From an optimization exercise on the open Yosys and OpenROAD flow, aimed at small area, a short achievable clock period and few clock cycles per item; shortcuts taken in it are not production practice. Function was checked by simulation only, so behaviour that the tests miss may differ from the original.

<file path="config.mk">
export PLATFORM = sky130hd
export DESIGN_NAME = aesDecryptTop
export DESIGN_NICKNAME = aesDecryptTop
export VERILOG_FILES = /design/flow/design.v
export SDC_FILE = /design/flow/constraint.sdc
export NUM_CORES = 8
export LEC_CHECK = 0
export CAP_MARGIN = 20
export CORE_AREA = 4 4 446 446
export DIE_AREA = 0 0 450 450
export SLEW_MARGIN = 20
</file>
<file path="flow/run.sh">
#!/bin/bash
# The standard layout (standard.sh), with:
#  - synthesis by synth_recipe.tcl, but ABC mapping with an area-oriented script
#    (abc -script replaced; flip-flops are mapped before ABC, so unchanged);
#  - buf_1 port buffers, pins one track apart;
#  - timing repair aiming below the 21 ns period (SETUP_SLACK_MARGIN);
#  - a clock tree of small clock buffers without dummy loads.
set -uo pipefail
W=$PWD
MARGIN="15.0"
CTSBUF="sky130_fd_sc_hd__clkbuf_4 sky130_fd_sc_hd__clkbuf_8"
CTSEXTRA=""
EXTRA=""
cp flow/map.abc $W/map.abc
cat > $W/my_synth.tcl <<EOT
proc abc {args} {
  set i [lsearch -exact \$args -script]
  if {\$i >= 0} { lset args [expr {\$i+1}] $W/map.abc }
  yosys abc {*}\$args
}
source $W/synth_recipe.tcl
EOT
bash standard.sh \
    SYNTH_SCRIPT=$W/my_synth.tcl \
    BUFFER_PORTS_ARGS="-buffer_cell sky130_fd_sc_hd__buf_1" \
    PLACE_PINS_ARGS="-min_distance 1 -min_distance_in_tracks" \
    SETUP_SLACK_MARGIN=$MARGIN \
    CTS_ARGS="-sink_clustering_enable -repair_clock_nets -dont_use_dummy_load -buf_list {$CTSBUF} $CTSEXTRA" \
    $EXTRA \
    finish > standard_flow.log 2>&1
</file>
<file path="constraint.sdc">
create_clock -name core_clock -period 21.0 [get_ports {clk}]
set_input_delay 4.2000 -clock core_clock [delete_from_list [all_inputs] [get_ports {clk}]]
set_output_delay 4.2000 -clock core_clock [all_outputs]
set_load 0.01 [all_outputs]
</file>
<file path="flow/map.abc">
&get -n; &st; &dch; &nf -R 1000; &put
</file>
<file path="design.v">
`timescale 1ns/1ps
module invSbox
(
    input  logic [7:0] inByte,
    output logic [7:0] outByte
);
    logic [3:0] ah, al, s, d;
    logic [8:0] p, q, r, fdi;
    assign ah = inByte[7:4];
    assign al = inByte[3:0];
    assign s  = ah ^ al;
    assign p[0] = ah[3] & al[3];
    assign p[1] = ah[2] & al[2];
    assign p[2] = (ah[3] ^ ah[2]) & (al[3] ^ al[2]);
    assign p[3] = ah[1] & al[1];
    assign p[4] = ah[0] & al[0];
    assign p[5] = (ah[1] ^ ah[0]) & (al[1] ^ al[0]);
    assign p[6] = (ah[3] ^ ah[1]) & (al[3] ^ al[1]);
    assign p[7] = (ah[2] ^ ah[0]) & (al[2] ^ al[0]);
    assign p[8] = (ah[3] ^ ah[2] ^ ah[1] ^ ah[0]) & (al[3] ^ al[2] ^ al[1] ^ al[0]);
    assign d[0] = p[0] ^ p[2] ^ p[3] ^ p[4] ^ inByte[0] ^ inByte[1] ^ inByte[2] ^ inByte[4] ^ inByte[6];
    assign d[1] = p[0] ^ p[1] ^ p[4] ^ p[5] ^ inByte[1] ^ inByte[2] ^ inByte[3] ^ inByte[4] ^ inByte[5] ^ inByte[6] ^ inByte[7];
    assign d[2] = p[3] ^ p[4] ^ p[6] ^ p[7] ^ inByte[2] ^ inByte[3] ^ inByte[5];
    assign d[3] = p[4] ^ p[5] ^ p[7] ^ p[8] ^ inByte[3] ^ inByte[4];
    always_comb
    begin
        case (d)
            4'd0: fdi = 9'b000000000;
            4'd1: fdi = 9'b110110000;
            4'd2: fdi = 9'b011011000;
            4'd3: fdi = 9'b101101000;
            4'd4: fdi = 9'b000101101;
            4'd5: fdi = 9'b101000101;
            4'd6: fdi = 9'b110101011;
            4'd7: fdi = 9'b101110011;
            4'd8: fdi = 9'b000110110;
            4'd9: fdi = 9'b110011101;
            4'd10: fdi = 9'b110000110;
            4'd11: fdi = 9'b011110101;
            4'd12: fdi = 9'b000011011;
            4'd13: fdi = 9'b101011110;
            4'd14: fdi = 9'b011101110;
            4'd15: fdi = 9'b011000011;
            default: fdi = 9'b0;
        endcase
    end
    assign q[0] = ah[3] & fdi[0];
    assign r[0] = s[3] & fdi[0];
    assign q[1] = ah[2] & fdi[1];
    assign r[1] = s[2] & fdi[1];
    assign q[2] = (ah[3] ^ ah[2]) & fdi[2];
    assign r[2] = (s[3] ^ s[2]) & fdi[2];
    assign q[3] = ah[1] & fdi[3];
    assign r[3] = s[1] & fdi[3];
    assign q[4] = ah[0] & fdi[4];
    assign r[4] = s[0] & fdi[4];
    assign q[5] = (ah[1] ^ ah[0]) & fdi[5];
    assign r[5] = (s[1] ^ s[0]) & fdi[5];
    assign q[6] = (ah[3] ^ ah[1]) & fdi[6];
    assign r[6] = (s[3] ^ s[1]) & fdi[6];
    assign q[7] = (ah[2] ^ ah[0]) & fdi[7];
    assign r[7] = (s[2] ^ s[0]) & fdi[7];
    assign q[8] = (ah[3] ^ ah[2] ^ ah[1] ^ ah[0]) & fdi[8];
    assign r[8] = (s[3] ^ s[2] ^ s[1] ^ s[0]) & fdi[8];
    assign outByte[0] = q[0] ^ q[1] ^ q[7] ^ q[8] ^ r[1] ^ r[2] ^ r[6] ^ r[8];
    assign outByte[1] = q[0] ^ q[2] ^ q[3] ^ q[4];
    assign outByte[2] = q[0] ^ q[1] ^ q[7] ^ q[8] ^ r[0] ^ r[1] ^ r[3] ^ r[5] ^ r[6] ^ r[7];
    assign outByte[3] = r[0] ^ r[1] ^ r[3] ^ r[5] ^ r[6] ^ r[7];
    assign outByte[4] = q[0] ^ q[1] ^ q[3] ^ q[5] ^ q[6] ^ q[7] ^ r[0] ^ r[1] ^ r[3] ^ r[4] ^ r[6] ^ r[8];
    assign outByte[5] = q[0] ^ q[1] ^ q[7] ^ q[8] ^ r[0] ^ r[1] ^ r[4] ^ r[5];
    assign outByte[6] = q[1] ^ q[2] ^ q[3] ^ q[5] ^ r[3] ^ r[5] ^ r[6] ^ r[8];
    assign outByte[7] = q[0] ^ q[1] ^ q[4] ^ q[5] ^ r[0] ^ r[1] ^ r[4] ^ r[5];
endmodule
`timescale 1ns/1ps
module invMixColumns
(
    input  logic [31:0] inCol,
    input  logic        flip,
    output logic [31:0] outCol
);
    logic l32, l33, l34, l35, l36, l37, l38, l39, l40, l41, l42, l43, l44, l45, l46, l47, l48, l49, l50, l51, l52, l53, l54, l55, l56, l57, l58, l59, l60, l61, l62, l63, l64, l65, l66, l67, l68, l69, l70, l71, l72, l73, l74, l75, l76, l77, l78, l79, l80, l81, l82, l83, l84, l85, l86, l87, l88, l89, l90, l91, l92, l93, l94, l95, l96, l97, l98, l99, l100, l101, l102, l103, l104, l105, l106, l107, l108, l109, l110, l111, l112, l113, l114, l115, l116, l117, l118, l119, l120, l121, l122, l123, l124, l125, l126, l127, l128, l129, l130, l131, l132, l133, l134, l135, l136, l137, l138, l139, l140, l141, l142, l143, l144, l145, l146, l147, l148, l149, l150, l151, l152, l153, l154, l155, l156, l157, l158, l159, l160, l161, l162, l163, l164, l165, l166, l167, l168, l169, l170, l171, l172, l173, l174, l175, l176, l177, l178, l179, l180, l181, l182, l183, l184, l185, l186, l187, l188, l189, l190, l191, l192, l193, l194, l195, l196, l197, l198, l199, l200, l201, l202, l203, l204, l205, l206, l207, l208, l209, l210, l211, l212, l213, l214, l215, l216, l217, l218, l219, l220, l221, l222, l223, l224, l225, l226, l227, l228, l229, l230, l231, l232, l233, l234, l235, l236, l237, l238, l239, l240, l241, l242, l243, l244, l245, l246, l247, l248, l249, l250, l251, l252, l253, l254, l255, l256, l257, l258, l259, l260;
    assign l32 = inCol[2] ^ inCol[10];
    assign l33 = inCol[18] ^ inCol[26];
    assign l34 = inCol[9] ^ inCol[25];
    assign l35 = inCol[13] ^ inCol[21];
    assign l36 = inCol[1] ^ inCol[17];
    assign l37 = inCol[5] ^ inCol[29];
    assign l38 = inCol[7] ^ inCol[15];
    assign l39 = inCol[23] ^ inCol[31];
    assign l40 = inCol[3] ^ inCol[19];
    assign l41 = inCol[14] ^ inCol[30];
    assign l42 = inCol[6] ^ inCol[22];
    assign l43 = inCol[11] ^ inCol[27];
    assign l44 = l32 ^ l38;
    assign l45 = l33 ^ l39;
    assign l46 = inCol[4] ^ inCol[16];
    assign l47 = inCol[8] ^ inCol[28];
    assign l48 = l35 ^ l37;
    assign l49 = inCol[0] ^ inCol[20];
    assign l50 = inCol[12] ^ inCol[24];
    assign l51 = l34 ^ l40;
    assign l52 = l36 ^ l43;
    assign l53 = l33 ^ l42;
    assign l54 = l44 ^ l45;
    assign l55 = inCol[10] ^ inCol[16];
    assign l56 = inCol[26] ^ l41;
    assign l57 = inCol[2] ^ l49;
    assign l58 = l34 ^ l36;
    assign l59 = inCol[18] ^ l46;
    assign l60 = inCol[0] ^ l47;
    assign l61 = inCol[15] ^ inCol[23];
    assign l62 = inCol[0] ^ inCol[2];
    assign l63 = l38 ^ l52;
    assign l64 = inCol[28] ^ l50;
    assign l65 = inCol[8] ^ l37;
    assign l66 = inCol[11] ^ l42;
    assign l67 = inCol[24] ^ l35;
    assign l68 = inCol[7] ^ inCol[31];
    assign l69 = inCol[10] ^ inCol[19];
    assign l70 = l33 ^ l40;
    assign l71 = inCol[17] ^ l51;
    assign l72 = inCol[29] ^ l60;
    assign l73 = l48 ^ l53;
    assign l74 = inCol[3] ^ inCol[20];
    assign l75 = inCol[12] ^ inCol[25];
    assign l76 = inCol[27] ^ l44;
    assign l77 = l48 ^ l74;
    assign l78 = inCol[3] ^ inCol[22];
    assign l79 = inCol[5] ^ l55;
    assign l80 = l56 ^ l58;
    assign l81 = inCol[26] ^ l39;
    assign l82 = inCol[9] ^ l64;
    assign l83 = inCol[13] ^ inCol[14];
    assign l84 = l32 ^ l43;
    assign l85 = l46 ^ l50;
    assign l86 = l53 ^ l84;
    assign l87 = inCol[21] ^ l52;
    assign l88 = l34 ^ l41;
    assign l89 = l45 ^ l48;
    assign l90 = inCol[1] ^ l59;
    assign l91 = l32 ^ l66;
    assign l92 = inCol[16] ^ inCol[18];
    assign l93 = inCol[19] ^ l57;
    assign l94 = l32 ^ l40;
    assign l95 = l49 ^ l50;
    assign l96 = l41 ^ l69;
    assign l97 = inCol[6] ^ inCol[20];
    assign l98 = inCol[21] ^ inCol[27];
    assign l99 = l47 ^ l49;
    assign l100 = inCol[5] ^ inCol[24];
    assign l101 = l41 ^ l46;
    assign l102 = l47 ^ l100;
    assign l103 = l44 ^ l70;
    assign l104 = l101 ^ l102;
    assign l105 = l103 ^ l104;
    assign l106 = l35 ^ l46;
    assign l107 = l106 ^ l54;
    assign l108 = l71 ^ l72;
    assign l109 = l107 ^ l108;
    assign l110 = inCol[9] ^ inCol[24];
    assign l111 = l36 ^ l55;
    assign l112 = l61 ^ l110;
    assign l113 = l111 ^ l112;
    assign l114 = l73 ^ l113;
    assign l115 = l47 ^ l75;
    assign l116 = l56 ^ l115;
    assign l117 = l76 ^ l77;
    assign l118 = l116 ^ l117;
    assign l119 = inCol[4] ^ l36;
    assign l120 = l37 ^ l78;
    assign l121 = l56 ^ l57;
    assign l122 = l119 ^ l120;
    assign l123 = l121 ^ l122;
    assign l124 = inCol[8] ^ inCol[11];
    assign l125 = l35 ^ l50;
    assign l126 = l78 ^ l124;
    assign l127 = l79 ^ l125;
    assign l128 = l126 ^ l80;
    assign l129 = l127 ^ l128;
    assign l130 = inCol[19] ^ l62;
    assign l131 = l81 ^ l130;
    assign l132 = l63 ^ l131;
    assign l133 = inCol[23] ^ l83;
    assign l134 = l70 ^ l79;
    assign l135 = l133 ^ l63;
    assign l136 = l82 ^ l134;
    assign l137 = l135 ^ l136;
    assign l138 = inCol[0] ^ inCol[13];
    assign l139 = l61 ^ l138;
    assign l140 = l85 ^ l139;
    assign l141 = l86 ^ l140;
    assign l142 = inCol[25] ^ l65;
    assign l143 = l85 ^ l54;
    assign l144 = l87 ^ l142;
    assign l145 = l143 ^ l144;
    assign l146 = inCol[17] ^ inCol[24];
    assign l147 = l62 ^ l146;
    assign l148 = l88 ^ l147;
    assign l149 = l89 ^ l148;
    assign l150 = inCol[28] ^ l61;
    assign l151 = l150 ^ l77;
    assign l152 = l90 ^ l91;
    assign l153 = l151 ^ l152;
    assign l154 = inCol[5] ^ inCol[12];
    assign l155 = inCol[13] ^ inCol[30];
    assign l156 = l34 ^ l47;
    assign l157 = l154 ^ l155;
    assign l158 = l156 ^ l157;
    assign l159 = l91 ^ l158;
    assign l160 = inCol[29] ^ inCol[30];
    assign l161 = l92 ^ l160;
    assign l162 = l58 ^ l66;
    assign l163 = l67 ^ l161;
    assign l164 = l93 ^ l162;
    assign l165 = l163 ^ l164;
    assign l166 = inCol[8] ^ l39;
    assign l167 = l51 ^ l166;
    assign l168 = l76 ^ l167;
    assign l169 = inCol[4] ^ inCol[15];
    assign l170 = inCol[22] ^ l43;
    assign l171 = l169 ^ l45;
    assign l172 = l57 ^ l67;
    assign l173 = l170 ^ l71;
    assign l174 = l171 ^ l172;
    assign l175 = l173 ^ l174;
    assign l176 = inCol[8] ^ inCol[21];
    assign l177 = l41 ^ l176;
    assign l178 = l45 ^ l94;
    assign l179 = l95 ^ l177;
    assign l180 = l178 ^ l179;
    assign l181 = inCol[1] ^ inCol[13];
    assign l182 = inCol[16] ^ l37;
    assign l183 = l181 ^ l51;
    assign l184 = l95 ^ l182;
    assign l185 = l54 ^ l183;
    assign l186 = l184 ^ l185;
    assign l187 = inCol[0] ^ inCol[8];
    assign l188 = inCol[25] ^ inCol[26];
    assign l189 = l32 ^ l36;
    assign l190 = l42 ^ l68;
    assign l191 = l187 ^ l188;
    assign l192 = l48 ^ l189;
    assign l193 = l190 ^ l191;
    assign l194 = l192 ^ l193;
    assign l195 = inCol[4] ^ inCol[11];
    assign l196 = l195 ^ l96;
    assign l197 = l82 ^ l89;
    assign l198 = l196 ^ l197;
    assign l199 = l35 ^ l36;
    assign l200 = l97 ^ l59;
    assign l201 = l96 ^ l199;
    assign l202 = l200 ^ l201;
    assign l203 = inCol[6] ^ inCol[24];
    assign l204 = l37 ^ l69;
    assign l205 = l98 ^ l203;
    assign l206 = l60 ^ l204;
    assign l207 = l205 ^ l80;
    assign l208 = l206 ^ l207;
    assign l209 = inCol[3] ^ inCol[18];
    assign l210 = l39 ^ l55;
    assign l211 = l209 ^ l210;
    assign l212 = l63 ^ l211;
    assign l213 = inCol[7] ^ inCol[30];
    assign l214 = l75 ^ l213;
    assign l215 = l81 ^ l94;
    assign l216 = l214 ^ l72;
    assign l217 = l87 ^ l215;
    assign l218 = l216 ^ l217;
    assign l219 = inCol[16] ^ inCol[29];
    assign l220 = l68 ^ l219;
    assign l221 = l99 ^ l220;
    assign l222 = l86 ^ l221;
    assign l223 = inCol[5] ^ inCol[9];
    assign l224 = l223 ^ l52;
    assign l225 = l67 ^ l99;
    assign l226 = l54 ^ l224;
    assign l227 = l225 ^ l226;
    assign l228 = inCol[1] ^ inCol[8];
    assign l229 = l92 ^ l228;
    assign l230 = l44 ^ l48;
    assign l231 = l88 ^ l229;
    assign l232 = l230 ^ l231;
    assign l233 = inCol[4] ^ inCol[12];
    assign l234 = inCol[17] ^ inCol[27];
    assign l235 = l68 ^ l233;
    assign l236 = l234 ^ l235;
    assign l237 = l73 ^ l93;
    assign l238 = l236 ^ l237;
    assign l239 = inCol[14] ^ inCol[29];
    assign l240 = l34 ^ l98;
    assign l241 = l239 ^ l53;
    assign l242 = l64 ^ l240;
    assign l243 = l241 ^ l242;
    assign l244 = inCol[3] ^ inCol[27];
    assign l245 = l42 ^ l62;
    assign l246 = l83 ^ l244;
    assign l247 = l58 ^ l59;
    assign l248 = l65 ^ l245;
    assign l249 = l246 ^ l247;
    assign l250 = l248 ^ l249;
    assign l251 = inCol[11] ^ inCol[24];
    assign l252 = l38 ^ l251;
    assign l253 = l45 ^ l51;
    assign l254 = l252 ^ l253;
    assign l255 = inCol[31] ^ l43;
    assign l256 = l97 ^ l44;
    assign l257 = l51 ^ l65;
    assign l258 = l255 ^ l90;
    assign l259 = l256 ^ l257;
    assign l260 = l258 ^ l259;
    assign outCol[0] = l105;
    assign outCol[1] = ~(l109 ^ flip);
    assign outCol[2] = ~(l114);
    assign outCol[3] = l118;
    assign outCol[4] = l123 ^ flip;
    assign outCol[5] = ~(l129);
    assign outCol[6] = ~(l132);
    assign outCol[7] = l137;
    assign outCol[8] = l141;
    assign outCol[9] = ~(l145 ^ flip);
    assign outCol[10] = ~(l149);
    assign outCol[11] = l153;
    assign outCol[12] = l159 ^ flip;
    assign outCol[13] = ~(l165);
    assign outCol[14] = ~(l168);
    assign outCol[15] = l175;
    assign outCol[16] = l180;
    assign outCol[17] = ~(l186 ^ flip);
    assign outCol[18] = ~(l194);
    assign outCol[19] = l198;
    assign outCol[20] = l202 ^ flip;
    assign outCol[21] = ~(l208);
    assign outCol[22] = ~(l212);
    assign outCol[23] = l218;
    assign outCol[24] = l222;
    assign outCol[25] = ~(l227 ^ flip);
    assign outCol[26] = ~(l232);
    assign outCol[27] = l238;
    assign outCol[28] = l243 ^ flip;
    assign outCol[29] = ~(l250);
    assign outCol[30] = ~(l254);
    assign outCol[31] = l260;
endmodule
module mixColumns
(
    input  logic [31:0] inCol,
    output logic [31:0] outCol
);
    logic m32, m33, m34, m35, m36, m37, m38, m39, m40, m41, m42, m43, m44, m45, m46, m47, m48, m49, m50, m51, m52, m53, m54, m55, m56, m57, m58, m59, m60, m61, m62, m63, m64, m65, m66, m67, m68, m69, m70, m71, m72, m73, m74, m75, m76, m77, m78, m79, m80, m81, m82, m83, m84, m85, m86, m87, m88, m89, m90, m91, m92, m93, m94, m95, m96, m97, m98, m99, m100, m101, m102, m103, m104, m105, m106, m107, m108, m109, m110, m111, m112, m113, m114, m115, m116, m117, m118, m119, m120, m121, m122, m123, m124, m125, m126, m127, m128, m129, m130, m131, m132, m133, m134, m135, m136, m137, m138, m139;
    assign m32 = inCol[7] ^ inCol[31];
    assign m33 = inCol[15] ^ inCol[23];
    assign m34 = inCol[7] ^ inCol[15];
    assign m35 = inCol[23] ^ inCol[31];
    assign m36 = inCol[8] ^ inCol[16];
    assign m37 = inCol[0] ^ inCol[24];
    assign m38 = inCol[9] ^ inCol[17];
    assign m39 = inCol[1] ^ inCol[25];
    assign m40 = inCol[10] ^ inCol[18];
    assign m41 = inCol[2] ^ inCol[26];
    assign m42 = inCol[11] ^ inCol[19];
    assign m43 = inCol[3] ^ inCol[27];
    assign m44 = inCol[12] ^ inCol[20];
    assign m45 = inCol[4] ^ inCol[28];
    assign m46 = inCol[13] ^ inCol[21];
    assign m47 = inCol[5] ^ inCol[29];
    assign m48 = inCol[14] ^ inCol[22];
    assign m49 = inCol[6] ^ inCol[30];
    assign m50 = inCol[24] ^ m32;
    assign m51 = m36 ^ m50;
    assign m52 = inCol[25] ^ m32;
    assign m53 = m37 ^ m38;
    assign m54 = m52 ^ m53;
    assign m55 = inCol[26] ^ m39;
    assign m56 = m40 ^ m55;
    assign m57 = inCol[27] ^ m32;
    assign m58 = m41 ^ m42;
    assign m59 = m57 ^ m58;
    assign m60 = inCol[28] ^ m32;
    assign m61 = m43 ^ m44;
    assign m62 = m60 ^ m61;
    assign m63 = inCol[29] ^ m45;
    assign m64 = m46 ^ m63;
    assign m65 = inCol[30] ^ m47;
    assign m66 = m48 ^ m65;
    assign m67 = inCol[31] ^ m33;
    assign m68 = m49 ^ m67;
    assign m69 = inCol[16] ^ m34;
    assign m70 = m37 ^ m69;
    assign m71 = inCol[0] ^ inCol[8];
    assign m72 = inCol[17] ^ m34;
    assign m73 = m39 ^ m71;
    assign m74 = m72 ^ m73;
    assign m75 = inCol[1] ^ inCol[9];
    assign m76 = inCol[18] ^ m41;
    assign m77 = m75 ^ m76;
    assign m78 = inCol[2] ^ inCol[10];
    assign m79 = inCol[19] ^ m34;
    assign m80 = m43 ^ m78;
    assign m81 = m79 ^ m80;
    assign m82 = inCol[3] ^ inCol[11];
    assign m83 = inCol[20] ^ m34;
    assign m84 = m45 ^ m82;
    assign m85 = m83 ^ m84;
    assign m86 = inCol[4] ^ inCol[12];
    assign m87 = inCol[21] ^ m47;
    assign m88 = m86 ^ m87;
    assign m89 = inCol[5] ^ inCol[13];
    assign m90 = inCol[22] ^ m49;
    assign m91 = m89 ^ m90;
    assign m92 = inCol[6] ^ inCol[14];
    assign m93 = inCol[23] ^ m32;
    assign m94 = m92 ^ m93;
    assign m95 = inCol[8] ^ m33;
    assign m96 = m37 ^ m95;
    assign m97 = inCol[9] ^ m33;
    assign m98 = m36 ^ m39;
    assign m99 = m97 ^ m98;
    assign m100 = inCol[10] ^ m38;
    assign m101 = m41 ^ m100;
    assign m102 = inCol[11] ^ m33;
    assign m103 = m40 ^ m43;
    assign m104 = m102 ^ m103;
    assign m105 = inCol[12] ^ m33;
    assign m106 = m42 ^ m45;
    assign m107 = m105 ^ m106;
    assign m108 = inCol[13] ^ m44;
    assign m109 = m47 ^ m108;
    assign m110 = inCol[14] ^ m46;
    assign m111 = m49 ^ m110;
    assign m112 = inCol[15] ^ m32;
    assign m113 = m48 ^ m112;
    assign m114 = inCol[0] ^ m35;
    assign m115 = m36 ^ m114;
    assign m116 = inCol[1] ^ inCol[16];
    assign m117 = inCol[24] ^ m35;
    assign m118 = m38 ^ m116;
    assign m119 = m117 ^ m118;
    assign m120 = inCol[2] ^ inCol[17];
    assign m121 = inCol[25] ^ m40;
    assign m122 = m120 ^ m121;
    assign m123 = inCol[3] ^ inCol[18];
    assign m124 = inCol[26] ^ m35;
    assign m125 = m42 ^ m123;
    assign m126 = m124 ^ m125;
    assign m127 = inCol[4] ^ inCol[19];
    assign m128 = inCol[27] ^ m35;
    assign m129 = m44 ^ m127;
    assign m130 = m128 ^ m129;
    assign m131 = inCol[5] ^ inCol[20];
    assign m132 = inCol[28] ^ m46;
    assign m133 = m131 ^ m132;
    assign m134 = inCol[6] ^ inCol[21];
    assign m135 = inCol[29] ^ m48;
    assign m136 = m134 ^ m135;
    assign m137 = inCol[7] ^ inCol[22];
    assign m138 = inCol[30] ^ m33;
    assign m139 = m137 ^ m138;
    assign outCol[0] = m51;
    assign outCol[1] = m54;
    assign outCol[2] = m56;
    assign outCol[3] = m59;
    assign outCol[4] = m62;
    assign outCol[5] = m64;
    assign outCol[6] = m66;
    assign outCol[7] = m68;
    assign outCol[8] = m70;
    assign outCol[9] = m74;
    assign outCol[10] = m77;
    assign outCol[11] = m81;
    assign outCol[12] = m85;
    assign outCol[13] = m88;
    assign outCol[14] = m91;
    assign outCol[15] = m94;
    assign outCol[16] = m96;
    assign outCol[17] = m99;
    assign outCol[18] = m101;
    assign outCol[19] = m104;
    assign outCol[20] = m107;
    assign outCol[21] = m109;
    assign outCol[22] = m111;
    assign outCol[23] = m113;
    assign outCol[24] = m115;
    assign outCol[25] = m119;
    assign outCol[26] = m122;
    assign outCol[27] = m126;
    assign outCol[28] = m130;
    assign outCol[29] = m133;
    assign outCol[30] = m136;
    assign outCol[31] = m139;
endmodule
`timescale 1ns/1ps
module invRoundDatapath
(
    input  logic [128-1:0] roundState,
    input  logic [128-1:0] roundKey,
    input  logic  stateFlip,
    output logic [128-1:0] nextState
);
    logic [128-1:0] mixed;
    logic [128-1:0] substituted;
    for (genvar c = 0; c < 4; c++)
    begin : genMixCol
        invMixColumns invMixColumns_i
        (
            .inCol  (roundState[127-32*c -: 32]),
            .flip   (stateFlip),
            .outCol (mixed[127-32*c -: 32])
        );
    end
    for (genvar c = 0; c < 4; c++)
    begin : genSboxCol
        for (genvar r = 0; r < 4; r++)
        begin : genSboxRow
            invSbox invSbox_i
            (
                .inByte  (mixed[127-32*((c+4-r)%4)-8*r -: 8]),
                .outByte (substituted[127-32*c-8*r -: 8])
            );
        end
    end
    assign nextState = substituted ^ roundKey;
endmodule
`timescale 1ns/1ps
module roundKeyStore
(
    input  logic     clk,
    input  logic     busy,
    input  logic     busyN,
    input  logic [1408-1:0]   expandedKey,
    output logic [128-1:0]    roundKey
);
    logic [128-1:0] keySlot [0:10-1];
    function automatic logic [128-1:0] keyOf(input logic [1408-1:0] sched, input int r);
        keyOf = {sched[32*(4*r) +: 32], sched[32*(4*r+1) +: 32],
                 sched[32*(4*r+2) +: 32], sched[32*(4*r+3) +: 32]};
    endfunction
    always_ff @(posedge clk)
    begin
        for (int i = 0; i < 10-1; i++)
            keySlot[i] <= ~(({128{busyN}} | keySlot[i+1]) &
                            ({128{busy}} | keyOf(expandedKey, 10-1-i)));
        keySlot[10-1] <= keyOf(expandedKey, 0);
    end
    assign roundKey = keySlot[0];
endmodule
`timescale 1ns/1ps
module aesDecryptCtrl
(
    input  logic     clk,
    input  logic     rstN,
    input  logic     inValid,
    input  logic [128-1:0]    cipherText,
    input  logic [128-1:0]    whitenKey,
    input  logic [128-1:0]    nextState,
    output logic     busy,
    output logic     busyN,
    output logic [128-1:0]    roundState,
    output logic     stateFlip,
    output logic     outValid
);
    logic [3:0] roundsLeft;
    logic       finalRound;
    logic [128-1:0] whitened;
    logic [128-1:0] whitenedMixed;
    assign finalRound = (roundsLeft == 4'd0);
    assign stateFlip  = roundsLeft[0];
    always_ff @(posedge clk)
    begin
        if (!rstN)
        begin
            busy     <= 1'b0;
            busyN    <= 1'b1;
            outValid <= 1'b0;
        end
        else
        begin
            outValid <= busy && finalRound;
            if (!busy)
            begin
                busy  <= inValid;
                busyN <= !inValid;
            end
            else if (finalRound)
            begin
                busy  <= 1'b0;
                busyN <= 1'b1;
            end
        end
    end
    always_ff @(posedge clk)
    begin
        if (!busy)
            roundsLeft <= 4'(10 - 1);
        else
            roundsLeft <= roundsLeft - 4'd1;
    end
    assign whitened = cipherText ^ whitenKey;
    for (genvar c = 0; c < 4; c++)
    begin : genWhitenCol
        mixColumns mixColumns_i
        (
            .inCol  (whitened[127-32*c -: 32]),
            .outCol (whitenedMixed[127-32*c -: 32])
        );
    end
    always_ff @(posedge clk)
        roundState <= ~(({128{busyN}} | nextState) &
                        ({128{busy}} | whitenedMixed));
endmodule
`timescale 1ns/1ps
module aesDecryptTop
(
    input  logic   clk,
    input  logic   rstN,
    input  logic   inValid,
    input  logic [128-1:0]  cipherText,
    input  logic [1408-1:0] expandedKey,
    output logic   outValid,
    output logic [128-1:0]  plainText
);
    logic     busy;
    logic     busyN;
    logic     stateFlip;
    logic [128-1:0]    roundKey;
    logic [128-1:0]    roundState;
    logic [128-1:0]    nextState;
    aesDecryptCtrl aesDecryptCtrl_i
    (
        .clk        (clk),
        .rstN       (rstN),
        .inValid    (inValid),
        .cipherText (cipherText),
        .whitenKey  ({expandedKey[32*40 +: 32], expandedKey[32*41 +: 32],
                      expandedKey[32*42 +: 32], expandedKey[32*43 +: 32]}),
        .nextState  (nextState),
        .busy       (busy),
        .busyN      (busyN),
        .roundState (roundState),
        .stateFlip  (stateFlip),
        .outValid   (outValid)
    );
    roundKeyStore roundKeyStore_i
    (
        .clk         (clk),
        .busy        (busy),
        .busyN       (busyN),
        .expandedKey (expandedKey),
        .roundKey    (roundKey)
    );
    invRoundDatapath invRoundDatapath_i
    (
        .roundState (roundState),
        .roundKey   (roundKey),
        .stateFlip  (stateFlip),
        .nextState  (nextState)
    );
    assign plainText = roundState;
endmodule
</file>
<file path="standard.sh">
#!/bin/bash
# synth_recipe.tcl (not shown) runs the flow's synth.tcl, then flattens the netlist and writes it again
# the make line also repeats each setting of config.mk as NAME=value (left out here)
make -C /OpenROAD-flow-scripts/flow DESIGN_CONFIG=/design/flow/config.mk WORK_HOME=/design/flow/orfs CLKGATE_MAP_FILE= SYNTH_SCRIPT=/design/flow/synth_recipe.tcl "${@:-finish}"
</file>
==> run notes, run 1 <==
critical path startpoint category=flop; die area=around 0.20 mm²; Worst Clk Skew=roughly 0.19 ns; most frequent cell after synthesis=xnor2_1; layout check failures=antenna rules; RSZ-0062 raised after global routing=true; hold endpoint=roundKeyStore_i.keySlot[6][54]$_DFF_P_; EDFF count, synth=0; post-route ant nets=1; vias in the first global route=slightly below 60000; routed wire length=257000 µm; worst r2r dst=aesDecryptCtrl_i.roundState[50]$_DFF_P_; fin nets=between 10000 and 15000; Worst Hold Launch=roundKeyStore_i.keySlot[7][54]$_DFF_P_; core area=between 0.15 and 0.2 mm²; slowest stage cell, crit path=dfxtp_1; CP delay by family, top=flip-flops; CP peak stage delay=about 0.53 ns; CTS tree=built; Ys Warns=4; clock transition at the registers of the reported paths=0.06 ns; post-synth top area cell=dfxtp_1; top post-synthesis cells by area=dfxtp_1 42%, xnor2_1 28%, o22ai_1 12%; clock latency on the worst-skew pair=1.04 ns; H-tree Lvls=4; HP Class=flop to flop; routability cong.=0.972; Core Rows=161; via count=57200; Synth top area share=41.7%; DR iter-0 viols=3717; R2R setup slack=15.15 ns; synthesized netlist cell count=~6700; reg2reg start=aesDecryptCtrl_i.roundState[90]$_DFF_P_; grt ovf=0; cells along the critical path=buf_2; Multi-input gate area=0.0427 mm²; share of cells above drive strength 1=between 10% and 20%; Post-DP HPWL=about 200000 µm; initial antenna violation count=121; CTS root buf=clkbuf_8; Final TNS setup=0 ns; Yosys reg bits=~1400; Synth Area in XOR/XNOR=36.0%; Tcrit/Tclk final=28.4%; # fillers=18800; Setup Viol. Count Final=0; Critical Path AT=1.76 ns; Vias/cell=about 5; hold path depth=1; Clock Sinks=1415; Rel. slew slack=8.85%; adder-cell share of the synthesized area=roughly 2.7%; syn nets=~8400; I/O pin count=1668; Layout area overhead=27.1%; critical path start-end classification=flop to output port; FF/Latch Area=between 0.02 and 0.03 mm²; R2R depth=23; Req. time, crit path=16.80 ns; WHS=around 0.34 ns; first-pass GRT wire length=roughly 370000 µm; Starting Density=between 30% and 40%; Worst Path Buf+Inv=1; DRT Pass-1 Iters=5; top cells by count, synth=2144 x xnor2_1, 1415 x dfxtp_1, 1274 x o22ai_1; fmax=about 170 MHz; combinational family with the most area after synthesis=XOR/XNOR gates; crit path max fanout=4; drt wl/cell=22.6 µm; asr flop ratio synth=0%; Syn Area/Cell=slightly above 10 µm²; Period minus WS final=5.96 ns; Die Height=450 µm; Least-Margin Pin Slew=roughly 1.4 ns; CTS Buffer Depth=3; PortBufs=between 1500 and 2000; Die X-Extent=450 µm; largest net degree at the start of global routing=220; post-synthesis compound-gate area fraction=14.0%; outcome=finished with violations; sequential fraction of the synthesis area=41.7%; Post-Synth Simple-Gate Area=3.62%; mux cell area share after synthesis=1.40%; hold buffers post-CTS=0; fin. max-slew vios=0; top_reg_cell synth=dfxtp_1; CP endpoint kind=output port; DRC Markers=0; max_cap viols=0; total CTS buffers=231; gr usage total=a little under a quarter; Netlist Area Pre-Place=about 0.068 mm²; distinct cell type count after synthesis=44; Fin. Hold Viols=0
[what timing repair did]
action                                  CTS  global route
setup buffers                            31           111
endpoints found under the setup margin  255           115
pin swaps                                17            64
gates resized for setup                 580           183
[flip-flops by register name (all words and copies together), names as in the netlist]
signal / count
roundKeyStore_i.keySlot: 1280
aesDecryptCtrl_i.roundState: 128
aesDecryptCtrl_i.roundsLeft: 4
aesDecryptCtrl_i.busy: 1
aesDecryptCtrl_i.busyN: 1
aesDecryptCtrl_i.outValid: 1
[metal layers]
| metal | global-route usage [%] | share of wire [%] | up-vias | wire [µm] |
|---|---|---|---|---|
| li1 | - | - | 27400 | - |
| met1 | 27.2 | 39 | 26800 | 100000 |
| met2 | 38.4 | 47 | 2289 | 120000 |
| met3 | 6.47 | 6.8 | 767 | 17400 |
| met4 | 17.7 | 7.7 | 28 | 19900 |
| met5 | 0 | 0.077 | - | 197 |
[worst max path at each step]
stage	end	cells past startpoint	from	slack [ns]
floorplan	aesDecryptCtrl_i.busyN$_SDFFE_PN1P_	3	aesDecryptCtrl_i.busy$_SDFF_PN0_	13.63
global placement	aesDecryptCtrl_i.roundState[10]$_DFF_P_	21	aesDecryptCtrl_i.roundState[95]$_DFF_P_	13.60
detailed placement	aesDecryptCtrl_i.roundState[10]$_DFF_P_	21	aesDecryptCtrl_i.roundState[95]$_DFF_P_	13.48
CTS	aesDecryptCtrl_i.roundState[7]$_DFF_P_	21	aesDecryptCtrl_i.roundState[98]$_DFF_P_	14.88
global route	aesDecryptCtrl_i.roundState[10]$_DFF_P_	22	aesDecryptCtrl_i.roundState[90]$_DFF_P_	14.84
finish	plainText[127]	1	aesDecryptCtrl_i.roundState[127]$_DFF_P_	15.04
[cell usage in the layout, fill, tap and decap left out, types with 104 or more instances in the layout]
cell / n
dfxtp_1: 1292
diode_2: 119
xnor2_2: 224
o21ai_0: 105
nor2_1: 227
a21oi_1: 104
xor2_1: 554
nand2_1: 241
buf_4: 206
clkbuf_8: 231
o22ai_1: 1273
buf_1: 1546
xnor2_1: 1877
clkinv_1: 112
ha_1: 147
[cell families (layout without fill, tap and decap cells)]
group,after synthesis,count (layout)
fa+ha+maj,147,147
compound gates,1548,1548
simple gates,586,586
mux,69,69
xor+xnor,2783,2783
flops,1415,1415
other cells,0,119
buf+inv,119,2199
[per-stage QoR]
step	area [µm²]	setup slack, ns	utilization (%)	cells
3_3_place_gp	77800	13.60	40.2	10900
6_report	86400	15.04	44.7	11400
3_5_place_dp	77800	13.48	40.2	10900
5_1_grt	86300	14.84	44.6	11400
4_1_cts	83800	14.88	43.3	11200
2_1_floorplan	68000	13.63	-	6667
[area by class of cell]
cell class                      instances  area share, %
Multi-Input combinational cell       5133           49.5
Sequential cell                      1415           33.1
Timing Repair Buffer                 1849           9.20
Clock buffer                          231           3.68
Tap cell                             2526           3.66
Inverter                              119          0.524
Antenna cell                          119          0.345
Testbench counts, summed over its fixed seeds: cycles 5,640, items 512.
==> run 2, diff against run 1 <==
--- a/flow/run.sh
+++ b/flow/run.sh
@@ -7,9 +7,9 @@
 #  - a clock tree of small clock buffers without dummy loads.
 set -uo pipefail
 W=$PWD
-MARGIN="15.0"
-CTSBUF="sky130_fd_sc_hd__clkbuf_4 sky130_fd_sc_hd__clkbuf_8"
-CTSEXTRA=""
+MARGIN="15.5"
+CTSBUF="sky130_fd_sc_hd__clkbuf_16"
+CTSEXTRA="-sink_clustering_size 30 -sink_clustering_max_diameter 100"
 EXTRA=""
 cp flow/map.abc $W/map.abc
 cat > $W/my_synth.tcl <<EOT
==> run 2 against run 1 <==
Against the previous run:
- the run now finishes clean
- design area is 6.9% higher
- sequential share of layout area down 1.9 points
- fmax rose by 5.6%
- critical path depth rose by 2
- worst setup slack better by 0.32 ns
- utilization up 3.1 points
- critical path type unchanged
==> run notes, run 2 <==
outcome=finished clean; CTS root buf=clkbuf_16; Synth top area share=between 40% and 50%; Top Registers=roundKeyStore_i.keySlot x1280, aesDecryptCtrl_i.roundState x128, aesDecryptCtrl_i.roundsLeft x4; most frequent cell after synthesis=xnor2_1; Clock Sinks=around 1400; post-synth top area cell=dfxtp_1; R2R depth=24; core area=0.193 mm²; R2R setup slack=about 15 ns; Vias/cell=5.04; cell mode on critical path=buf_6; most common cell after layout, fill and taps aside=xnor2_1; drt wl/cell=22.9 µm; crit path max fanout=2; die area=0.203 mm²; Post-DP HPWL=just over 200000 µm; grt ovf=0; Syn Area/Cell=10.2 µm²; post-route ant nets=0; fin nets=10700; DRT Pass-1 Iters=8; reg2reg start=aesDecryptCtrl_i.roundState[94]$_DFF_P_; Setup Viol. Count Final=0; Placement Setup Slack=13.48 ns; Final TNS setup=0 ns; first-pass GRT wire length=roughly 370000 µm; Tcrit/Tclk final=a little over a quarter; Fin. Hold Viols=0; Ys Warns=4; CP peak stage delay=0.37 ns; slowest stage cell, crit path=dfxtp_4; hold endpoint=roundKeyStore_i.keySlot[6][10]$_DFF_P_; fin. max-slew vios=0; Core Rows=161; clock latency on the worst-skew pair=0.76 ns; routed wire length=267000 µm; Die Height=450 µm; max_cap viols=0; Least-Margin Pin Slew=1.33 ns; RSZ-0062 raised after global routing=true; critical path startpoint category=flop; CP delay by family, top=flip-flops; Layout area overhead=35.8%; Worst Path Buf+Inv=3; EDFF count, synth=0; Worst Slack Setup Final=15.36 ns; gr usage total=24.2%; clock transition at the registers of the reported paths=0.10 ns; routability cong.=0.972; syn nets=around 8400; top cells by count, synth=2144 x xnor2_1, 1415 x dfxtp_1, 1274 x o22ai_1; Worst Clk Skew=0.112 ns; hold path depth=1; top_reg_cell synth=dfxtp_1; sequential fraction of the synthesis area=41.7%; Netlist Area Pre-Place=0.0680 mm²; H-tree Lvls=3; worst r2r dst=aesDecryptCtrl_i.roundState[50]$_DFF_P_; Starting Density=35.2%; most frequent cells in the layout=1701 x xnor2_1, 1538 x buf_1, 1284 x dfxtp_1; largest net degree at the start of global routing=between 200 and 250; synthesized netlist cell count=about 6700; DR iter-0 viols=around 4000; fmax=177 MHz; CTS Buffer Depth=3; Rel. slew slack=a little under an eighth; max reg flops=1280; Critical Path AT=1.44 ns; top post-synthesis cells by area=dfxtp_1 42%, xnor2_1 28%, o22ai_1 12%; via count=58800; total CTS buffers=70; asr flop ratio synth=0%; distinct cell type count after synthesis=44; Die X-Extent=450 µm; # fillers=18100; Period minus WS final=around 5.6 ns; Worst Hold Launch=roundKeyStore_i.keySlot[7][10]$_DFF_P_; Largest Register=roundKeyStore_i.keySlot; share of cells above drive strength 1=18.4%; PortBufs=1667; vias in the first global route=58900; initial antenna violation count=132; Req. time, crit path=16.80 ns; critical path start-end classification=flop to output port; CTS tree=built; HP Class=flop to flop; cells along the critical path=buf_6 -> buf_6 -> buf_6; final core occ=47.7%; Yosys reg bits=1415; DRC Markers=0; CP endpoint kind=output port; WHS=roughly 0.35 ns; I/O pin count=between 1500 and 2000
-- run 2: kinds of logic (layout without fill, tap and decap cells) --
group                      after synthesis  in the layout  share of synthesized area [%]
xor gates and xnor gates              2783           2783                           36.0
AOI/OAI and AO/OA                     1548           1548                           14.0
DFF                                   1415           1415                           41.7
and+or+nand+nor                        586            586                           3.62
adders and majority gates              147            147                           2.71
buffers and inverters                  119           2467                          0.657
muxes                                   69             69                           1.40
other                                    0            129                              0
-- run 2: area by class of cell --
cell class	count	area, µm²	area share [%]
Timing Repair Buffer	2278	12300	13.3
Antenna cell	129	323	0.350
Inverter	119	457	0.495
Tap cell	2526	3160	3.42
Sequential cell	1415	28800	31.2
Clock buffer	70	1750	1.90
Multi-Input combinational cell	5133	45500	49.3
-- run 2: worst reg2reg max path, cell delays in order, from the launching register on --
cell	delay [ns]
dfxtp_4	0.35
buf_12	0.13
xnor2_4	0.27
buf_4	0.18
xor2_1	0.26
xnor2_1	0.16
xnor2_2	0.27
clkinv_1	0.16
ha_1	0.32
xnor2_4	0.21
xor2_1	0.23
xnor2_1	0.14
xnor2_2	0.35
inv_2	0.11
ha_4	0.29
nor2_1	0.05
o21bai_1	0.17
mux2_4	0.31
nor2_4	0.12
xor2_2	0.21
xnor2_2	0.13
xnor2_2	0.22
xor3_2	0.44
xnor2_2	0.20
o22ai_1	0.10
-- run 2: how the worst max path moves through the flow --
stage                                       startpoint  slack [ns]  cells after the start                                      end
2_1_floorplan         aesDecryptCtrl_i.busy$_SDFF_PN0_       13.63                      3      aesDecryptCtrl_i.busyN$_SDFFE_PN1P_
3_3_place_gp   aesDecryptCtrl_i.roundState[95]$_DFF_P_       13.60                     21  aesDecryptCtrl_i.roundState[10]$_DFF_P_
3_5_place_dp   aesDecryptCtrl_i.roundState[95]$_DFF_P_       13.48                     21  aesDecryptCtrl_i.roundState[10]$_DFF_P_
4_1_cts        aesDecryptCtrl_i.roundState[35]$_DFF_P_       15.35                      1                            plainText[35]
5_1_grt        aesDecryptCtrl_i.roundState[95]$_DFF_P_       15.28                      3                            plainText[95]
6_report       aesDecryptCtrl_i.roundState[95]$_DFF_P_       15.36                      3                            plainText[95]
-- run 2: timing repair --
| item | CTS | global route |
|---|---|---|
| setup endpoints to repair | 257 | 214 |
| gates resized for setup | 1081 | 416 |
| setup buffers | 299 | 272 |
| pin swaps | 101 | 223 |
| hold buffers | 0 | 0 |
| endpoints found under the hold margin | 0 | 0 |
-- run 2: per-layer routing --
| layer | GRT usage [%] | wire (µm) | up-vias |
|---|---|---|---|
| li1 | - | - | 27900 |
| met1 | 27.5 | 101000 | 27800 |
| met2 | 39.6 | 126000 | 2287 |
| met3 | 6.17 | 18400 | 822 |
| met4 | 17.6 | 21400 | 30 |
| met5 | 0 | 219 | - |
-- run 2: metrics by stage --
stage          instance area [µm²]  std cells
2_1_floorplan                68000       6667
3_3_place_gp                 77800      10900
3_5_place_dp                 77800      10900
4_1_cts                      87000      11300
5_1_grt                      92200      11600
6_report                     92300      11700
==> run 3, diff against run 2 <==
==> flow/run.sh (replaced) <==
#!/bin/bash
# The standard layout (standard.sh), with:
#  - synthesis by synth_recipe.tcl, but ABC mapping with an area-oriented script
#    (abc -script replaced; flip-flops are mapped before ABC, so unchanged);
#  - buf_1 port buffers, pins one track apart;
#  - timing repair aiming below the 21 ns period (SETUP_SLACK_MARGIN);
#  - a clock tree of clkbuf_4/clkbuf_8 without dummy loads.
set -uo pipefail
W=$PWD
MARGIN=${MARGIN:-15.5}
cp flow/map.abc $W/map.abc
cat > $W/my_synth.tcl <<EOT
proc abc {args} {
  set i [lsearch -exact \$args -script]
  if {\$i >= 0} { lset args [expr {\$i+1}] $W/map.abc }
  yosys abc {*}\$args
}
source $W/synth_recipe.tcl
EOT
bash standard.sh \
    SYNTH_SCRIPT=$W/my_synth.tcl \
    BUFFER_PORTS_ARGS="-buffer_cell sky130_fd_sc_hd__buf_1" \
    PLACE_PINS_ARGS="-min_distance 1 -min_distance_in_tracks" \
    SETUP_SLACK_MARGIN=$MARGIN \
    CTS_ARGS="-sink_clustering_enable -repair_clock_nets -dont_use_dummy_load -buf_list {sky130_fd_sc_hd__clkbuf_4 sky130_fd_sc_hd__clkbuf_8}" \
    finish > standard_flow.log 2>&1
==> run 3 against run 2 <==
Against the previous run:
- routed wire length is 1.5% higher
- fmax decreased by 2.1%
- synthesized area stayed put
- utilization is 1.4 points higher
- global-route usage grew 0.076 points
- final cell count is 2.3% higher
- first-iteration DRC count down 4.0%
- clock-buffer cell count rose by 161
- still clean on timing, DRC and antenna
- die area stayed put
- clock skew is 0.063 ns higher
==> run notes, run 3 <==
final core occ=49.1%; outcome=finished clean; drt wl/cell=22.7 µm; post-synth top area cell=dfxtp_1; top_reg_cell synth=dfxtp_1; cells along the critical path=buf_6; Die X-Extent=450 µm; # placed instances=around 11000; Clock Sinks=1415; Synth top area share=41.7%; first-pass GRT wire length=373000 µm; Worst Path Buf+Inv=1; core area=0.193 mm²; Fin. Hold Viols=0; CTS tree=built; critical path start-end classification=flop to output port; CTS root buf=clkbuf_8; routed wl met2=127000 µm; highest routed layer=met5; most frequent cells in the layout=1697 x xnor2_1, 1538 x buf_1, 1283 x dfxtp_1; total CTS buffers=between 200 and 250; max reg flops=1280; grt ovf=0; Starting Density=about a third; Rel. slew slack=10.6%; Vias/cell=5.04; largest net degree at the start of global routing=220; DRC Markers=0; vias in the first global route=59400; Largest Register=roundKeyStore_i.keySlot; Layout area overhead=39.8%; syn nets=8353; final instance area=0.0950 mm²; CP endpoint kind=output port; Syn Area/Cell=10.2 µm²; Tcrit/Tclk final=27.4%; synthesized netlist cell count=6667; CP peak stage delay=0.39 ns; final std cells w/o fill=11900; share of cells above drive strength 1=around a fifth; Req. time, crit path=16.80 ns; RSZ-0062 raised after global routing=true; critical path startpoint category=flop; CP delay by family, top=flip-flops; Placed Area=0.0778 mm²; PortBufs=roughly 1700; clock transition at the registers of the reported paths=0.06 ns; fin nets=~11000; top post-synthesis cells by area=dfxtp_1 42%, xnor2_1 28%, o22ai_1 12%; DR iter-0 viols=3826; hold buffers post-CTS=0; Least-Margin Pin Slew=1.34 ns; I/O pin count=about 1700; Metal-1 WL=102000 µm; fmax=173 MHz; slowest stage cell, crit path=dfxtp_4; Ys Warns=4; Netlist Area Pre-Place=around 0.07 mm²; routed wire length=271000 µm; die area=0.203 mm²; Setup Viol. Count Final=0; Critical Path AT=1.56 ns; Core Rows=about 160; crit path max fanout=4; DRT Pass-1 Iters=5; fin. max-slew vios=0; Top Registers=roundKeyStore_i.keySlot x1280, aesDecryptCtrl_i.roundState x128, aesDecryptCtrl_i.roundsLeft x4; Post-DP HPWL=201000 µm; Worst Clk Skew=between 0.15 and 0.2 ns; most frequent cell after synthesis=xnor2_1; Die Height=between 400 and 500 µm; Period minus WS final=5.76 ns; Final TNS setup=0 ns; asr flop ratio synth=0%; post-route ant nets=0; H-tree Lvls=4; Yosys reg bits=between 1000 and 1500; DR WL met3=19300 µm; EDFF count, synth=0; HP Class=flop to flop; initial antenna violation count=122; CTS Buffer Depth=3; sequential fraction of the synthesis area=41.7%; via count=between 60000 and 70000; clock latency on the worst-skew pair=1.04 ns; gr usage total=24.3%; WHS=approximately 0.35 ns; distinct cell type count after synthesis=44; most common cell after layout, fill and taps aside=xnor2_1; top cells by count, synth=2144 x xnor2_1, 1415 x dfxtp_1, 1274 x o22ai_1; routability cong.=approximately 0.97; max_cap viols=0
-- run 3: final timing paths --
path | startpoint | end | slack [ns] | depth (start not counted)
max | aesDecryptCtrl_i.roundState[37]$_DFF_P_ | plainText[37] | 15.24 | 1
min | roundKeyStore_i.keySlot[7][54]$_DFF_P_ | roundKeyStore_i.keySlot[6][54]$_DFF_P_ | 0.35 | 1
max reg2reg | aesDecryptCtrl_i.roundState[79]$_DFF_P_ | aesDecryptCtrl_i.roundState[50]$_DFF_P_ | 15.31 | 26
min reg2reg | roundKeyStore_i.keySlot[7][54]$_DFF_P_ | roundKeyStore_i.keySlot[6][54]$_DFF_P_ | 0.35 | 1
-- run 3: timing repair --
action | CTS | global route
gates cloned | 0 | 1
setup buffers | 210 | 463
pin swaps | 35 | 285
hold endpoints to repair | 0 | 0
resized for setup | 992 | 595
endpoints found under the setup margin | 257 | 255
-- run 3: cell families after synthesis --
kind of cell               count (synthesis)  share of synthesized area, %
xor gates and xnor gates                2783                          36.0
AOI/OAI and AO/OA                       1548                          14.0
and+or+nand+nor                          586                          3.62
adders and majority gates                147                          2.71
DFF                                     1415                          41.7
buffers and inverters                    119                         0.657
muxes                                     69                          1.40
-- run 3: stage by stage --
| stage | setup slack [ns] |
|---|---|
| final | 15.24 |
| after global routing | 15.12 |
| after CTS | 15.04 |
| after detailed placement | 13.48 |
| after global placement | 13.60 |
| after floorplan | 13.63 |
-- run 3: cell type report --
type | instances | area (µm²)
fill | 17800 | 98400
tap | 2526 | 3160
antenna | 128 | 320
multi-input combinational | 5133 | 45900
clock buffer | 231 | 3180
sequential | 1415 | 28800
inverter | 119 | 458
timing repair buffer | 2381 | 13200
-- run 3: routing by layer --
metal,GRT usage (%),vias to the layer above
met5,0,-
met4,18.9,32
met3,6.80,868
met2,38.9,2522
met1,27.4,28400
li1,-,28400
==> run 4, diff against run 3 <==
--- a/design.v
+++ b/design.v
@@ -2,9 +2,10 @@
 module invSbox
 (
     input  logic [7:0] inByte,
+    input  logic [7:0] keyByte,
     output logic [7:0] outByte
 );
-    logic [3:0] ah, al, s, d;
+    logic [3:0] ah, al, s, d, lam;
     logic [8:0] p, q, r, fdi;
     assign ah = inByte[7:4];
     assign al = inByte[3:0];
@@ -17,11 +18,40 @@
     assign p[5] = (ah[1] ^ ah[0]) & (al[1] ^ al[0]);
     assign p[6] = (ah[3] ^ ah[1]) & (al[3] ^ al[1]);
     assign p[7] = (ah[2] ^ ah[0]) & (al[2] ^ al[0]);
-    assign p[8] = (ah[3] ^ ah[2] ^ ah[1] ^ ah[0]) & (al[3] ^ al[2] ^ al[1] ^ al[0]);
-    assign d[0] = p[0] ^ p[2] ^ p[3] ^ p[4] ^ inByte[0] ^ inByte[1] ^ inByte[2] ^ inByte[4] ^ inByte[6];
-    assign d[1] = p[0] ^ p[1] ^ p[4] ^ p[5] ^ inByte[1] ^ inByte[2] ^ inByte[3] ^ inByte[4] ^ inByte[5] ^ inByte[6] ^ inByte[7];
-    assign d[2] = p[3] ^ p[4] ^ p[6] ^ p[7] ^ inByte[2] ^ inByte[3] ^ inByte[5];
-    assign d[3] = p[4] ^ p[5] ^ p[7] ^ p[8] ^ inByte[3] ^ inByte[4];
+    assign p[8] = ((ah[3] ^ ah[2]) ^ (ah[1] ^ ah[0])) & ((al[3] ^ al[2]) ^ (al[1] ^ al[0]));
+    logic x8, x9, x10, x11, x12, x13, x14, x15, x16;
+    assign x8 = inByte[1] ^ inByte[2];
+    assign x9 = inByte[4] ^ inByte[6];
+    assign x10 = x8 ^ x9;
+    assign x11 = inByte[3] ^ inByte[5];
+    assign x12 = inByte[0] ^ x10;
+    assign x13 = inByte[7] ^ x11;
+    assign x14 = x10 ^ x13;
+    assign x15 = inByte[2] ^ x11;
+    assign x16 = inByte[3] ^ inByte[4];
+    assign lam[0] = x12;
+    assign lam[1] = x14;
+    assign lam[2] = x15;
+    assign lam[3] = x16;
+    logic y13, y14, y15, y16, y17, y18, y19, y20, y21, y22, y23, y24, y25, y26;
+    assign y13 = p[0] ^ p[4];
+    assign y14 = p[4] ^ p[7];
+    assign y15 = p[2] ^ p[3];
+    assign y16 = lam[0] ^ y13;
+    assign y17 = y15 ^ y16;
+    assign y18 = p[1] ^ p[5];
+    assign y19 = lam[1] ^ y13;
+    assign y20 = y18 ^ y19;
+    assign y21 = p[3] ^ p[6];
+    assign y22 = lam[2] ^ y14;
+    assign y23 = y21 ^ y22;
+    assign y24 = p[5] ^ p[8];
+    assign y25 = lam[3] ^ y14;
+    assign y26 = y24 ^ y25;
+    assign d[0] = y17;
+    assign d[1] = y20;
+    assign d[2] = y23;
+    assign d[3] = y26;
     always_comb
     begin
         case (d)
@@ -60,16 +90,59 @@
     assign r[6] = (s[3] ^ s[1]) & fdi[6];
     assign q[7] = (ah[2] ^ ah[0]) & fdi[7];
     assign r[7] = (s[2] ^ s[0]) & fdi[7];
-    assign q[8] = (ah[3] ^ ah[2] ^ ah[1] ^ ah[0]) & fdi[8];
-    assign r[8] = (s[3] ^ s[2] ^ s[1] ^ s[0]) & fdi[8];
-    assign outByte[0] = q[0] ^ q[1] ^ q[7] ^ q[8] ^ r[1] ^ r[2] ^ r[6] ^ r[8];
-    assign outByte[1] = q[0] ^ q[2] ^ q[3] ^ q[4];
-    assign outByte[2] = q[0] ^ q[1] ^ q[7] ^ q[8] ^ r[0] ^ r[1] ^ r[3] ^ r[5] ^ r[6] ^ r[7];
-    assign outByte[3] = r[0] ^ r[1] ^ r[3] ^ r[5] ^ r[6] ^ r[7];
-    assign outByte[4] = q[0] ^ q[1] ^ q[3] ^ q[5] ^ q[6] ^ q[7] ^ r[0] ^ r[1] ^ r[3] ^ r[4] ^ r[6] ^ r[8];
-    assign outByte[5] = q[0] ^ q[1] ^ q[7] ^ q[8] ^ r[0] ^ r[1] ^ r[4] ^ r[5];
-    assign outByte[6] = q[1] ^ q[2] ^ q[3] ^ q[5] ^ r[3] ^ r[5] ^ r[6] ^ r[8];
-    assign outByte[7] = q[0] ^ q[1] ^ q[4] ^ q[5] ^ r[0] ^ r[1] ^ r[4] ^ r[5];
+    assign q[8] = ((ah[3] ^ ah[2]) ^ (ah[1] ^ ah[0])) & fdi[8];
+    assign r[8] = ((s[3] ^ s[2]) ^ (s[1] ^ s[0])) & fdi[8];
+    logic z26, z27, z28, z29, z30, z31, z32, z33, z34, z35, z36, z37, z38, z39, z40, z41, z42, z43, z44, z45, z46, z47, z48, z49, z50, z51, z52, z53, z54, z55, z56, z57, z58, z59, z60, z61, z62, z63, z64, z65, z66, z67;
+    assign z26 = q[0] ^ q[1];
+    assign z27 = r[1] ^ z26;
+    assign z28 = r[0] ^ r[5];
+    assign z29 = r[3] ^ r[6];
+    assign z30 = q[7] ^ q[8];
+    assign z31 = z27 ^ z30;
+    assign z32 = q[2] ^ q[3];
+    assign z33 = r[7] ^ z28;
+    assign z34 = q[5] ^ r[4];
+    assign z35 = r[8] ^ z29;
+    assign z36 = r[2] ^ r[6];
+    assign z37 = r[8] ^ keyByte[0];
+    assign z38 = z36 ^ z37;
+    assign z39 = z38 ^ z31;
+    assign z40 = q[0] ^ q[4];
+    assign z41 = keyByte[1] ^ z32;
+    assign z42 = z40 ^ z41;
+    assign z43 = keyByte[2] ^ z29;
+    assign z44 = z33 ^ z43;
+    assign z45 = z31 ^ z44;
+    assign z46 = r[1] ^ keyByte[3];
+    assign z47 = z29 ^ z46;
+    assign z48 = z33 ^ z47;
+    assign z49 = q[3] ^ q[6];
+    assign z50 = q[7] ^ r[0];
+    assign z51 = keyByte[4] ^ z34;
+    assign z52 = z49 ^ z50;
+    assign z53 = z27 ^ z35;
+    assign z54 = z51 ^ z52;
+    assign z55 = z53 ^ z54;
+    assign z56 = r[4] ^ keyByte[5];
+    assign z57 = z28 ^ z56;
+    assign z58 = z57 ^ z31;
+    assign z59 = q[1] ^ q[5];
+    assign z60 = r[5] ^ keyByte[6];
+    assign z61 = z32 ^ z59;
+    assign z62 = z60 ^ z35;
+    assign z63 = z61 ^ z62;
+    assign z64 = q[4] ^ keyByte[7];
+    assign z65 = z28 ^ z34;
+    assign z66 = z64 ^ z27;
+    assign z67 = z65 ^ z66;
+    assign outByte[0] = z39;
+    assign outByte[1] = z42;
+    assign outByte[2] = z45;
+    assign outByte[3] = z48;
+    assign outByte[4] = z55;
+    assign outByte[5] = z58;
+    assign outByte[6] = z63;
+    assign outByte[7] = z67;
 endmodule
 `timescale 1ns/1ps
 module invMixColumns
@@ -497,7 +570,6 @@
     output logic [128-1:0] nextState
 );
     logic [128-1:0] mixed;
-    logic [128-1:0] substituted;
     for (genvar c = 0; c < 4; c++)
     begin : genMixCol
         invMixColumns invMixColumns_i
@@ -514,11 +586,11 @@
             invSbox invSbox_i
             (
                 .inByte  (mixed[127-32*((c+4-r)%4)-8*r -: 8]),
-                .outByte (substituted[127-32*c-8*r -: 8])
+                .keyByte (roundKey[127-32*c-8*r -: 8]),
+                .outByte (nextState[127-32*c-8*r -: 8])
             );
         end
     end
-    assign nextState = substituted ^ roundKey;
 endmodule
 `timescale 1ns/1ps
 module roundKeyStore
--- a/flow/run.sh
+++ b/flow/run.sh
@@ -4,10 +4,13 @@
 #    (abc -script replaced; flip-flops are mapped before ABC, so unchanged);
 #  - buf_1 port buffers, pins one track apart;
 #  - timing repair aiming below the 21 ns period (SETUP_SLACK_MARGIN);
-#  - a clock tree of clkbuf_4/clkbuf_8 without dummy loads.
+#  - a clock tree of small clock buffers without dummy loads.
 set -uo pipefail
 W=$PWD
-MARGIN=${MARGIN:-15.5}
+MARGIN="15.5"
+CTSBUF="sky130_fd_sc_hd__clkbuf_4 sky130_fd_sc_hd__clkbuf_8"
+CTSEXTRA=""
+EXTRA=""
 cp flow/map.abc $W/map.abc
 cat > $W/my_synth.tcl <<EOT
 proc abc {args} {
@@ -22,5 +25,6 @@
     BUFFER_PORTS_ARGS="-buffer_cell sky130_fd_sc_hd__buf_1" \
     PLACE_PINS_ARGS="-min_distance 1 -min_distance_in_tracks" \
     SETUP_SLACK_MARGIN=$MARGIN \
-    CTS_ARGS="-sink_clustering_enable -repair_clock_nets -dont_use_dummy_load -buf_list {sky130_fd_sc_hd__clkbuf_4 sky130_fd_sc_hd__clkbuf_8}" \
+    CTS_ARGS="-sink_clustering_enable -repair_clock_nets -dont_use_dummy_load -buf_list {$CTSBUF} $CTSEXTRA" \
+    $EXTRA \
     finish > standard_flow.log 2>&1
==> run 4 against run 3 <==
Against the previous run:
- still clean on timing, DRC and antenna
- fmax rose by 0.58%
- synthesized area down 0.95%
- final cell count shrank 0.90%
- global-route usage decreased by 0.11 points
- die area stayed put
- highest routed layer unchanged
==> run notes, run 4 <==
outcome=finished clean; drt wl/cell=22.5 µm; largest net degree at the start of global routing=218; most frequent cell after synthesis=xnor2_1; most frequent cells in the layout=1680 x xnor2_1, 1538 x buf_1, 1283 x dfxtp_1; Largest Register=roundKeyStore_i.keySlot; fmax=174 MHz; Top Registers=roundKeyStore_i.keySlot x1280, aesDecryptCtrl_i.roundState x128, aesDecryptCtrl_i.roundsLeft x4; grt ovf=0; die area=between 0.2 and 0.25 mm²; first-pass GRT wire length=371000 µm; total CTS buffers=234; Synth Area in XOR/XNOR=35.8%; DR iter-0 viols=3935; Critical Path AT=1.53 ns; hold buffers post-CTS=0; Setup Viol. Count Final=0; Final TNS setup=0 ns; vias in the first global route=58400; Netlist Area Pre-Place=0.0673 mm²; adder-cell share of the synthesized area=3.01%; post-synthesis compound-gate area fraction=about 14%; Post-DP HPWL=202000 µm; sequential fraction of the synthesis area=42.1%; Worst Clk Skew=around 0.12 ns; clock transition at the registers of the reported paths=around 0.06 ns; fin nets=approximately 11000; H-tree Lvls=4; Core Rows=161; initial antenna violation count=146; post-synth top area cell=dfxtp_1; via count=59000; combinational family with the most area after synthesis=XOR/XNOR gates; Multi-input gate area=0.0437 mm²; gr usage total=around a quarter; critical path startpoint category=flop; top post-synthesis cells by area=dfxtp_1 42%, xnor2_1 26%, o22ai_1 12%; distinct cell type count after synthesis=around 40; DRT Pass-1 Iters=5; synthesized netlist cell count=6640; CP endpoint kind=output port; top_reg_cell synth=dfxtp_1; Ys Warns=4; final std cells w/o fill=11800; routed wire length=266000 µm; critical path start-end classification=flop to output port; Syn Area/Cell=10.1 µm²; core area=0.193 mm²; # fillers=about 18000; CP peak stage delay=0.41 ns; Layout area overhead=36.8%; max_cap viols=0; syn nets=8341; Period minus WS final=5.73 ns; DRC Markers=0; crit path max fanout=3; cells along the critical path=buf_6; max reg flops=1280; top cells by count, synth=2035 x xnor2_1, 1415 x dfxtp_1, 1282 x o22ai_1; most common cell after layout, fill and taps aside=xnor2_1; slowest stage cell, crit path=dfxtp_4; Rel. slew slack=between 20% and 30%; fin. max-slew vios=0; routability cong.=0.985; Die X-Extent=450 µm; mux cell area share after synthesis=0.203%; Least-Margin Pin Slew=1.18 ns; Die Height=between 400 and 500 µm; EDFF count, synth=0; HP Class=flop to flop; CP delay by family, top=flip-flops; CTS Buffer Depth=3; Fin. Hold Viols=0; Vias/cell=4.99; Post-Synth Simple-Gate Area=about 4%; Req. time, crit path=approximately 17 ns; asr flop ratio synth=0%; I/O pin count=1668; Starting Density=34.8%; CTS tree=built; CTS root buf=clkbuf_8; FF/Latch Area=0.0288 mm²; share of cells above drive strength 1=18.5%; PortBufs=1667; Clock Sinks=1415; Synth top area share=42.1%; # placed instances=approximately 11000; Yosys reg bits=around 1400; Worst Path Buf+Inv=1; Tcrit/Tclk final=27.3%; clock latency on the worst-skew pair=1.00 ns; RSZ-0062 raised after global routing=true; post-route ant nets=0
[run 4: final cells by class]
type / count / share of cell area [%]
diodes: 121 / 0.329
clock buffers: 234 / 3.50
inverters: 135 / 0.552
multi-input cells: 5090 / 47.4
flip-flops and latches: 1415 / 31.3
well taps: 2526 / 3.43
repair buffers: 2305 / 13.5
[run 4: what timing repair did]
action / CTS / global route
endpoints found under the setup margin: 258 / 259
pin swaps: 24 / 175
gates cloned: 0 / 0
gates resized for setup: 904 / 430
buffers inserted: 204 / 397
[run 4: cell families after synthesis]
| family | after synthesis |
|---|---|
| xor gates and xnor gates | 2750 |
| and+or+nand+nor | 635 |
| muxes | 12 |
| adders and majority gates | 162 |
| DFF | 1415 |
| buffers and inverters | 135 |
| AOI/OAI and AO/OA | 1531 |
[run 4: layer usage]
| layer | share of wire, % | GRT usage, % |
|---|---|---|
| met4 | 7.5 | 17.3 |
| met2 | 46 | 38.3 |
| met3 | 8.1 | 8.11 |
| met5 | 0.15 | 0 |
| met1 | 38 | 27.4 |
[run 4: final timing paths]
path                                                          startpoint                                     end  slack [ns]  cells after the start
worst max-delay path            aesDecryptCtrl_i.roundState[114]$_DFF_P_                          plainText[114]       15.27                      1
worst min-delay path              roundKeyStore_i.keySlot[7][47]$_DFF_P_  roundKeyStore_i.keySlot[6][47]$_DFF_P_        0.32                      1
worst max register to register  aesDecryptCtrl_i.roundState[122]$_DFF_P_  aesDecryptCtrl_i.roundState[4]$_DFF_P_       15.48                     25
worst min register to register    roundKeyStore_i.keySlot[7][47]$_DFF_P_  roundKeyStore_i.keySlot[6][47]$_DFF_P_        0.32                      1
[run 4: metrics by stage]
stage | hold WS (ns) | util, % | area [µm²] | worst slack (ns)
2_1_floorplan | 0.399 | - | 67300 | 13.62
4_1_cts | 0.324 | 44.2 | 85500 | 15.10
3_3_place_gp | 0.401 | 39.9 | 77100 | 13.73
5_1_grt | 0.346 | 47.6 | 92000 | 15.18
6_report | 0.323 | 47.6 | 92100 | 15.27
3_5_place_dp | 0.405 | 39.9 | 77100 | 13.96
Testbench counts of run 4, summed over its fixed seeds: cycles 5,640, items 512.

==> separate check: timing with driven ports <==
Ports are ideal in the flow. The routed layouts listed here were re-timed in OpenROAD. Step 1, drivers: a clkbuf_16 drives clk and a buf_2 each remaining input, both assumed. Step 2 also shifts input and output timing later by t, the mid clock arrival at the registers, as if the neighbouring blocks saw the same clock. Three values: ideal ports, drivers, drivers and shift; two values: the first two.
| run | t (ns) | setup slack, ns | latest minus earliest clock arrival (ns) | worst register clock-pin slew, ns |
|---|---|---|---|---|
| run 1 | 1.034 | 15.040 / 14.947 / 14.548 | 0.192 / 0.192 | 0.06 / 0.06 |
| run 2 | 0.771 | 15.357 / 15.276 / 14.714 | 0.142 / 0.143 | 0.12 / 0.12 |
| run 3 | 1.033 | 15.236 / 15.150 / 14.545 | 0.180 / 0.180 | 0.07 / 0.07 |
| run 4 | 1.020 | 15.269 / 15.189 / 14.552 | 0.133 / 0.133 | 0.06 / 0.06 |
For run 4, which loses most, drivers alone change the setup slack by -0.080 ns; drivers and shift together by -0.717 ns.
